Background: an optimization exercise with open tools, aiming at small area. Do not read the settings as production practice.
At most, simulation tests tie the RTL to the original design; equivalence was not proved.
Power and IR drop assume default switching activity.

==> inputs of violet <==
==> flow/design.v <==
module data_mem_responder #(
  parameter int DEPTH   = 64,
  parameter int LATENCY = 2
) (
  input  logic        clk,
  input  logic        reset,
  input  logic        MemReq,
  input  logic        MemWriteM,
  input  logic [31:0] ALUOutM,
  input  logic [31:0] WriteDataM,
  output logic [31:0] ReadData,
  output logic        MemStall,
  output logic        MemDone,
  output logic        AddrErr
);
  localparam int AW = $clog2(DEPTH);
  localparam int NR = DEPTH / 2;
  localparam int RW = AW - 1;
  logic            wait_q, done_q, clr_q;
  logic            pa_q, pb_q, rho_s;
  logic [AW-1:0]   idx_q;
  logic            ok_q, ld_q;
  logic [31:0]     w_q;
  logic [31:0]     rdata_q;
  logic            err_q;
  logic            idle_s, accept_s, addr_ok_s;
  logic [RW-1:0]   ring_s;
  logic            inj_s;
  logic [31:0]     c_s, ra_s, rav_s;
  logic [NR-1:0]   dec_s, set_s, keep_s;
  logic [NR-1:0][31:0] qa_s;
  assign idle_s    = !wait_q && !done_q;
  assign accept_s  = idle_s && MemReq && !reset;
  assign addr_ok_s = (ALUOutM[1:0] == 2'b00) && (ALUOutM[31:AW+2] == '0);
  assign rho_s     = pa_q ^ pb_q;
  assign ring_s = wait_q ? idx_q[AW-1:1] : ALUOutM[AW+1:3];
  assign inj_s  = wait_q ? (!ld_q && ok_q && (idx_q[0] != rho_s))
                         : (accept_s && MemWriteM && addr_ok_s && (ALUOutM[2] != rho_s));
  assign c_s    = (wait_q ? w_q : WriteDataM) ^ {32{pb_q}};
  always_ff @(posedge clk) begin
    if (reset) begin
      wait_q <= 1'b0;
      done_q <= 1'b0;
      pa_q   <= 1'b0;
      pb_q   <= 1'b1;
    end else begin
      wait_q <= idle_s && MemReq;
      done_q <= wait_q;
      pa_q   <= !pb_q;
      pb_q   <= pa_q;
    end
  end
  always_ff @(posedge clk) begin
    clr_q <= reset;
    idx_q <= ALUOutM[AW+1:2];
    ok_q  <= addr_ok_s;
    ld_q  <= !MemWriteM;
    w_q   <= MemWriteM ? WriteDataM : rav_s;
  end
  for (genvar r = 0; r < NR; r++) begin : g_ring
    assign dec_s[r]  = (ring_s == RW'(r));
    assign set_s[r]  = reset || clr_q || (inj_s && dec_s[r]);
    assign keep_s[r] = reset || !(inj_s && dec_s[r]);
    dmr_ring u_ring (.clk(clk), .set(set_s[r]), .keep(keep_s[r]), .c(c_s), .qa(qa_s[r]));
  end
  for (genvar j = 0; j < 32; j++) begin : g_col
    logic [NR-1:0] qcol;
    for (genvar r = 0; r < NR; r++) begin : g_bit
      assign qcol[r] = qa_s[r][j];
    end
    dmr_rdcol #(.N(NR)) u_rd (.q(qcol), .sn(~dec_s), .r(ra_s[j]));
  end
  assign rav_s = ra_s ^ {32{pa_q}};
  logic upd_s, rd_keep_s, rd_late_s, rd_early_s;
  assign upd_s      = !reset && wait_q && ld_q;
  assign rd_keep_s  = !reset && !(wait_q && ld_q);
  assign rd_late_s  = upd_s && ok_q && (idx_q[0] == rho_s);
  assign rd_early_s = upd_s && ok_q && (idx_q[0] != rho_s);
  always_ff @(posedge clk) begin
    rdata_q <= (rdata_q & {32{rd_keep_s}}) | (rav_s & {32{rd_late_s}}) | (w_q & {32{rd_early_s}});
  end
  always_ff @(posedge clk) begin
    if (reset) begin
      err_q <= 1'b0;
    end else if (wait_q && !ok_q) begin
      err_q <= 1'b1;
    end
  end
  assign MemStall = !reset && ((idle_s && MemReq) || wait_q);
  assign MemDone  = done_q;
  assign ReadData = rdata_q;
  assign AddrErr  = err_q;
endmodule
module dmr_ring (
  input  logic        clk,
  input  logic        set,
  input  logic        keep,
  input  logic [31:0] c,
  output logic [31:0] qa
);
  logic [31:0] qb;
  always_ff @(posedge clk) begin
    qa <= ~((qb | {32{set}}) & ({32{keep}} | c));
    qb <= qa;
  end
endmodule
module dmr_rdcol #(
  parameter int N = 32
) (
  input  logic [N-1:0] q,
  input  logic [N-1:0] sn,
  output logic         r
);
  assign r = &(q | sn);
endmodule
==> flow/flow/run.sh <==
#!/bin/bash
set -euo pipefail
bash standard.sh \
  "CTS_ARGS=-sink_clustering_enable -repair_clock_nets -buf_list sky130_fd_sc_hd__clkbuf_8 -sink_clustering_size 20 -sink_clustering_max_diameter 60 -dont_use_dummy_load" \
  "BUFFER_PORTS_ARGS=-buffer_cell sky130_fd_sc_hd__buf_1" \
  finish > standard_flow.log 2>&1
==> flow/standard.sh <==
#!/bin/bash
# synth_recipe.tcl (not shown) runs the flow's synth.tcl, then flattens the netlist and writes it again
# the make line also repeats each setting of config.mk as NAME=value (left out here)
make -C /OpenROAD-flow-scripts/flow DESIGN_CONFIG=/design/flow/config.mk WORK_HOME=/design/flow/orfs CLKGATE_MAP_FILE= SYNTH_SCRIPT=/design/flow/synth_recipe.tcl "${@:-finish}"
==> flow/config.mk <==
export PLATFORM = sky130hd
export DESIGN_NAME = data_mem_responder
export DESIGN_NICKNAME = data_mem_responder
export VERILOG_FILES = /design/flow/design.v
export SDC_FILE = /design/flow/constraint.sdc
export NUM_CORES = 4
export LEC_CHECK = 0
export CAP_MARGIN = 20
export CORE_MARGIN = 2
export CORE_UTILIZATION = 75
export SLEW_MARGIN = 20
export SYNTH_HIERARCHICAL = 1
export SYNTH_MINIMUM_KEEP_SIZE = 0
==> flow/constraint.sdc <==
create_clock -name core_clock -period 6.5 [get_ports {clk}]
set_input_delay 1.3000 -clock core_clock [delete_from_list [all_inputs] [get_ports {clk}]]
set_output_delay 1.3000 -clock core_clock [all_outputs]
set_load 0.01 [all_outputs]
==> tundra (differences from violet) <==
==> flow/flow/run.sh (replaced) <==
#!/bin/bash
set -euo pipefail
bash standard.sh \
  "CTS_ARGS=-sink_clustering_enable -repair_clock_nets -buf_list sky130_fd_sc_hd__clkbuf_16 -sink_clustering_size 24 -sink_clustering_max_diameter 100 -dont_use_dummy_load" \
  "BUFFER_PORTS_ARGS=-buffer_cell sky130_fd_sc_hd__buf_1" \
  finish > standard_flow.log 2>&1
Settings changed: CTS_CLUSTER_DIAMETER from default to 100, CTS_CLUSTER_SIZE from default to 24.
==> ember (differences from violet) <==
==> flow/design.v (replaced) <==
module data_mem_responder #(
  parameter int DEPTH   = 64,
  parameter int LATENCY = 2
) (
  input  logic        clk,
  input  logic        reset,
  input  logic        MemReq,
  input  logic        MemWriteM,
  input  logic [31:0] ALUOutM,
  input  logic [31:0] WriteDataM,
  output logic [31:0] ReadData,
  output logic        MemStall,
  output logic        MemDone,
  output logic        AddrErr
);
  localparam int AW = $clog2(DEPTH);
  logic            wait_q, done_q;
  logic            idle_s, accept_s;
  logic            phase_q;
  logic [AW-1:0]   idx_q;
  logic            ok_q, ld_q;
  logic [31:0]     rdata_q;
  logic            err_q;
  logic            addr_ok_s;
  logic [AW-1:0]   widx_s;
  logic            wr_s;
  logic [31:0]     c_s;
  logic [DEPTH-1:0] set_s, keep_s, rsel_s;
  logic [DEPTH-1:0][31:0] mem_q;
  logic [31:0]     rd_s;
  assign idle_s    = !wait_q && !done_q;
  assign accept_s  = idle_s && MemReq && !reset;
  assign addr_ok_s = (ALUOutM[1:0] == 2'b00) && (ALUOutM[31:AW+2] == '0);
  assign widx_s    = ALUOutM[AW+1:2];
  assign wr_s      = accept_s && MemWriteM && addr_ok_s;
  assign c_s       = WriteDataM ^ {32{phase_q}};
  always_ff @(posedge clk) begin
    if (reset) begin
      wait_q  <= 1'b0;
      done_q  <= 1'b0;
      phase_q <= 1'b0;
    end else begin
      wait_q  <= idle_s && MemReq;
      done_q  <= wait_q;
      phase_q <= !phase_q;
    end
  end
  always_ff @(posedge clk) begin
    idx_q <= widx_s;
    ok_q  <= addr_ok_s;
    ld_q  <= !MemWriteM;
  end
  for (genvar i = 0; i < DEPTH; i++) begin : g_row
    assign set_s[i]  = reset || (wr_s && (widx_s == AW'(i)));
    assign keep_s[i] = reset || !(wr_s && (widx_s == AW'(i)));
    assign rsel_s[i] = ok_q && (idx_q == AW'(i));
    dmr_row u_row (.clk(clk), .set(set_s[i]), .keep(keep_s[i]), .c(c_s), .q(mem_q[i]));
  end
  for (genvar j = 0; j < 32; j++) begin : g_col
    logic [DEPTH-1:0] qcol;
    for (genvar i = 0; i < DEPTH; i++) begin : g_bit
      assign qcol[i] = mem_q[i][j];
    end
    dmr_rdcol #(.N(DEPTH)) u_rd (.q(qcol), .sn(~rsel_s), .r(rd_s[j]));
  end
  always_ff @(posedge clk) begin
    if (reset) begin
      rdata_q <= 32'd0;
      err_q   <= 1'b0;
    end else if (wait_q) begin
      if (ld_q) rdata_q <= ok_q ? (rd_s ^ {32{phase_q}}) : 32'd0;
      if (!ok_q) err_q <= 1'b1;
    end
  end
  assign MemStall = !reset && ((idle_s && MemReq) || wait_q);
  assign MemDone  = done_q;
  assign ReadData = rdata_q;
  assign AddrErr  = err_q;
endmodule
module dmr_row (
  input  logic        clk,
  input  logic        set,
  input  logic        keep,
  input  logic [31:0] c,
  output logic [31:0] q
);
  always_ff @(posedge clk) begin
    q <= ~((q | {32{set}}) & ({32{keep}} | c));
  end
endmodule
module dmr_rdcol #(
  parameter int N = 64
) (
  input  logic [N-1:0] q,
  input  logic [N-1:0] sn,
  output logic         r
);
  assign r = &(q | sn);
endmodule
==> flow/run.sh (new file) <==
#!/bin/bash
# synth_recipe.tcl (not shown) runs the flow's synth.tcl, then flattens the netlist and writes it again
# the make line also repeats each setting of config.mk as NAME=value (left out here)
make -C /OpenROAD-flow-scripts/flow DESIGN_CONFIG=/design/flow/config.mk WORK_HOME=/design/flow/orfs CLKGATE_MAP_FILE= SYNTH_SCRIPT=/design/flow/synth_recipe.tcl finish
Settings changed: CORE_UTILIZATION 75 to 40.
removed: flow/flow/run.sh
removed: flow/standard.sh
==> quartz (differences from violet) <==
==> flow/flow/run.sh (replaced) <==
#!/bin/bash
set -euo pipefail
bash standard.sh \
  "CTS_ARGS=-sink_clustering_enable -repair_clock_nets -buf_list sky130_fd_sc_hd__clkbuf_16 -sink_clustering_size 24 -sink_clustering_max_diameter 100 -dont_use_dummy_load" \
  "BUFFER_PORTS_ARGS=-buffer_cell sky130_fd_sc_hd__buf_1" \
  finish > standard_flow.log 2>&1
Settings changed: CORE_UTILIZATION 75 to 65, CTS_CLUSTER_DIAMETER from default to 100, CTS_CLUSTER_SIZE from default to 24.
==> comparison <==
Utilization, highest first: tundra, violet, quartz, ember.
Cell count: tundra < violet < quartz < ember.
Via count: ember is larger than quartz (55%).
Clock-buffer cell count: ember is higher than quartz (219).
Maximum frequency: tundra is larger than ember (about 4.7%).
Clock skew: tundra > violet > quartz > ember.
In flip-flop and latch count, quartz and violet do not differ.
In synthesized cell count, quartz and tundra do not differ.
Between ember and tundra, the lower die area is in tundra (gap about 120%, measured against tundra).
Clock power, lowest first: violet, tundra, quartz, ember.
==> figures <==
Worst setup slack after placement: violet 1.629 ns; ember 1.543 ns; quartz 1.621 ns; tundra 1.629 ns
Final HPWL from detailed placement: violet 101.0 mm; ember 169.7 mm; quartz 101.7 mm; tundra 101.0 mm
Capturing point of the worst reg2reg path: violet g_ring[29].u_ring.qa[6]; ember rdata_q[6]; quartz rdata_q[20]; tundra g_ring[29].u_ring.qa[6]
DRT Pass-1 Iters: violet 6; ember 8; quartz 6; tundra 5
Antenna violations before repair: violet 6; ember 8; quartz 4; tundra 2
Area used by sequential logic in the layout: violet 42,570 sq um; ember 41,880 sq um; quartz 42,570 sq um; tundra 42,570 sq um
Cell depth of the worst flop-to-flop path: violet 8; ember 11; quartz 12; tundra 8
XOR/XNOR share of the synthesized area: violet 0.01065; ember 0.007981; quartz 0.01065; tundra 0.01065
Area share of and/or/nand/nor cells after synthesis: violet 0.03855; ember 0.06205; quartz 0.03855; tundra 0.03855
Min-Delay Startpoint: violet g_ring[20].u_ring.qa[28]; ember g_row[47].u_row.q[12]; quartz g_ring[28].u_ring.qa[24]; tundra g_ring[10].u_ring.qa[31]
Pin count of the biggest net entering global routing: violet 66; ember 70; quartz 66; tundra 66
Maximum clock skew at final layout: violet 0.05470 ns; ember 0.04779 ns; quartz 0.05271 ns; tundra 0.06553 ns
Status: violet finished clean; ember finished clean; quartz finished clean; tundra finished clean
Seq cells: violet 2,126; ember 2,092; quartz 2,126; tundra 2,126
Proportion of cell area occupied by multi-input gates: violet 0.2366; ember 0.3208; quartz 0.2338; tundra 0.2331
Wl on met1: violet 66.60 mm; ember 108.7 mm; quartz 74.90 mm; tundra 66.53 mm
Reg2reg start: violet wait_q; ember idx_q[3]; quartz wait_q; tundra wait_q
Non-clk bufs: violet 246; ember 302; quartz 250; tundra 248
Post-layout nets: violet 4,933; ember 6,779; quartz 4,918; tundra 4,916
Overall die height: violet 283.3 microns; ember 423.0 microns; quartz 304.0 microns; tundra 283.3 microns
Cell internal power dissipation: violet 16.04 mW; ember 21.31 mW; quartz 17.12 mW; tundra 17.11 mW
Area occupied by multi-input gates: violet 14,560 sq um; ember 25,680 sq um; quartz 14,710 sq um; tundra 14,540 sq um
No functional check of the RTL was part of ember.

-- afterwards: timing with drivers on the ports --
The flow's constraints put no driver on any port. The routed layouts listed below were extracted and timed again, unchanged, in two steps. Step 1 sets driving cells, clkbuf_16 on the clock port and buf_2 on the other inputs (assumed; they add their load-dependent delay and slew). Step 2 moves the port delays by t, midway between the first and last clock arrival at a register: inputs arrive t later, outputs are due t later. That takes back most of the time a late clock gives input paths. Slacks: ideal / step 1 / step 2; pairs: ideal / step 1.
run	t, ns	setup slack, ns	hold slack, ns	clock arrival spread, ns	pins driven straight from the clock port
violet	0.839	1.921 / 1.921 / 1.358	0.326 / 0.326 / 0.326	0.059 / 0.059	1
tundra	0.736	1.889 / 1.889 / 1.306	0.297 / 0.297 / 0.297	0.067 / 0.068	1
ember	0.941	1.672 / 1.672 / 1.332	0.442 / 0.442 / 0.442	0.059 / 0.059	1
quartz	0.775	2.042 / 2.042 / 1.545	0.315 / 0.315 / 0.315	0.053 / 0.054	1
After both steps every run listed still meets setup and hold. For tundra, which loses most, drivers alone change the setup slack by 0.000 ns; drivers and shift together by -0.583 ns.
